Background: an optimization exercise with open tools, aiming at small area, a short achievable clock period and few clock cycles per item. Do not read the settings as production practice.
Function was checked by simulation only, so behaviour that the tests miss may differ from the original.
Power figures rest on the tool's default switching activity, not on a simulated workload.

Setup of maple:
## modred_top
module modred_top (
  input  logic              clk_i,
  input  logic              rst_ni,
  input  logic              psel_i,
  input  logic              penable_i,
  input  logic              pwrite_i,
  input  logic [11:0]       paddr_i,
  input  modred_pkg::word_t pwdata_i,
  output modred_pkg::word_t prdata_o,
  output logic              pready_o,
  output logic              pslverr_o
);
==> flow/config.mk <==
export PLATFORM = sky130hd
export DESIGN_NAME = modred_top
export DESIGN_NICKNAME = modred_top
export VERILOG_FILES = /design/flow/design.v
export SDC_FILE = /design/flow/constraint.sdc
export NUM_CORES = 4
export LEC_CHECK = 0
export ABC_CLOCK_PERIOD_IN_PS = 3500
export CAP_MARGIN = 20
export CORE_MARGIN = 2
export CORE_UTILIZATION = 60
export PLACE_DENSITY = 0.7
export SLEW_MARGIN = 20
==> flow/constraint.sdc <==
create_clock -name core_clock -period 10.0 [get_ports {clk_i}]
set_input_delay 2.0000 -clock core_clock [delete_from_list [all_inputs] [get_ports {clk_i}]]
set_output_delay 2.0000 -clock core_clock [all_outputs]
set_load 0.01 [all_outputs]
standard.sh (not shown) runs the stock make flow with config.mk's settings and CLKGATE_MAP_FILE= SYNTH_SCRIPT=/design/flow/synth_recipe.tcl, a recipe that flattens the netlist after the stock synthesis.
==> flow/flow/run.sh <==
#!/bin/bash
# Own layout flow: the standard ORFS flow (standard.sh, so the standard
# synthesis unchanged) with three differences in how the layout is made:
#  - timing repair aims for setup slack of SETUP_SLACK_MARGIN ns beyond the
#    10 ns constraint, so cells on the longest paths get sized up;
#  - ports are buffered with sky130_fd_sc_hd__buf_2 rather than the smallest
#    buffer ORFS picks (a delay cell);
#  - clock tree synthesis adds no dummy loads for balancing.
# The clock period, SDC and all checks are the design's. make's output goes to
# flow_make.log here; each ORFS step writes its own full log under orfs/logs/.
set -euo pipefail
export SETUP_SLACK_MARGIN=6.8
export BUFFER_PORTS_ARGS="-buffer_cell sky130_fd_sc_hd__buf_2"
export CTS_ARGS="-sink_clustering_enable -repair_clock_nets -dont_use_dummy_load -sink_clustering_size 35"
bash standard.sh finish > flow_make.log 2>&1
maple: no failed stages, no open violations at the end
Testbench counts of maple, summed over its fixed seeds: cycles 3,722, words 5,120.
#### Input delta (quartz over maple)
diff --git a/flow/flow/run.sh b/flow/flow/run.sh
--- a/flow/flow/run.sh
+++ b/flow/flow/run.sh
@@ -14 +14 @@
-export CTS_ARGS="-sink_clustering_enable -repair_clock_nets -dont_use_dummy_load -sink_clustering_size 35"
+export CTS_ARGS="-sink_clustering_enable -repair_clock_nets -dont_use_dummy_load -sink_clustering_size 30"
diff --git a/flow/config.mk b/flow/config.mk
--- a/flow/config.mk
+++ b/flow/config.mk
@@ -11,2 +11,2 @@
-export CORE_UTILIZATION = 60
-export PLACE_DENSITY = 0.7
+export CORE_UTILIZATION = 66
+export PLACE_DENSITY = 0.75
### Flow results
- Die size: quartz is under maple
- Comparing quartz and maple, number of setup buffers added after CTS is higher on maple.
- Between maple and quartz, the flow reports estimated wirelength of the detail-placed design decreasing slightly.
- Compared quartz vs maple, and number of non-clock buffers in the layout is down in quartz.
- Mean instance size in the synthesized netlist: maple vs quartz identical
- The combined area of the multi-input logic cells of quartz and that of maple are within noise of each other.
- According to the power report, total power for quartz is lower than for maple.

main:
modred_top again, from the RTL that the note above started with.
==> flow/config.mk <==
export PLATFORM = sky130hd
export DESIGN_NAME = modred_top
export DESIGN_NICKNAME = modred_top
export VERILOG_FILES = /design/flow/design.v
export SDC_FILE = /design/flow/constraint.sdc
export NUM_CORES = 4
export LEC_CHECK = 0
export ABC_CLOCK_PERIOD_IN_PS = 6000
export CAP_MARGIN = 20
export CORE_MARGIN = 2
export CORE_UTILIZATION = 60
export PLACE_DENSITY = 0.7
export SLEW_MARGIN = 20
==> flow/constraint.sdc <==
create_clock -name core_clock -period 10.0 [get_ports {clk_i}]
set_input_delay 2.0000 -clock core_clock [delete_from_list [all_inputs] [get_ports {clk_i}]]
set_output_delay 2.0000 -clock core_clock [all_outputs]
set_load 0.01 [all_outputs]
==> flow/flow/run.sh <==
#!/bin/bash
# Own layout flow: the standard ORFS flow (standard.sh, so the standard
# synthesis unchanged) with three differences in how the layout is made:
#  - timing repair aims for setup slack of SETUP_SLACK_MARGIN ns beyond the
#    10 ns constraint, so cells on the longest paths get sized up;
#  - ports are buffered with sky130_fd_sc_hd__buf_2 rather than the smallest
#    buffer ORFS picks (a delay cell);
#  - clock tree synthesis adds no dummy loads for balancing.
# The clock period, SDC and all checks are the design's. make's output goes to
# flow_make.log here; each ORFS step writes its own full log under orfs/logs/.
set -euo pipefail
export SETUP_SLACK_MARGIN=6.8
export BUFFER_PORTS_ARGS="-buffer_cell sky130_fd_sc_hd__buf_2"
export CTS_ARGS="-sink_clustering_enable -repair_clock_nets -dont_use_dummy_load -sink_clustering_size 30"
bash standard.sh finish > flow_make.log 2>&1
main reached the final stage; the timing, DRC and antenna checks on its layout passed.
Testbench counts of main, summed over its fixed seeds: cycles 3,722, words 5,120.
Modified inputs, the feature branch compared to main
Settings: changing CORE_UTILIZATION from 60 to 55; changing PLACE_DENSITY from 0.7 to 0.65; changing ABC_CLOCK_PERIOD_IN_PS from 6000 to 3500.
[summary]
- On fmax: between the feature branch and main, it ends up lower for the feature branch.
- main has lower non-clock buffer share of cell area than the feature branch.
- Looking at part of the cycle the worst path needs across the feature branch and main, the one that comes out higher is the feature branch.
- Sort the feature branch and main by detailed placement HPWL, descending, and the feature branch comes first.
- Looking at max-slew headroom at the worst pin across the feature branch and main, the one that comes out higher is the feature branch.
- The feature branch against main: power moved up, global-route usage went down by 2.1 points.

[re-timing with driven ports]
The results above use ideal ports. As a check the final layouts listed here were re-extracted and re-timed, cells and wires unchanged. Step 1, drivers: a clkbuf_16 drives clk_i and a buf_2 each remaining input, both assumed. Step 2 also shifts input and output timing later by t, the mid clock arrival at the registers, as if the neighbouring blocks saw the same clock. Three values: no drivers, after step 1, after step 2; two values: the first two.
run	t (ns)	slack for setup (ns)	worst register clock-pin slew, ns	cell pins on the clock port's net
maple	0.894	6.563 / 6.563 / 5.799	0.07 / 0.07	1
quartz	0.861	6.477 / 6.477 / 5.982	0.07 / 0.07	1
main	0.894	6.563 / 6.563 / 5.799	0.07 / 0.07	1
the feature branch	0.887	6.494 / 6.494 / 5.855	0.07 / 0.07	1
After both steps setup and hold are still met in every run listed.
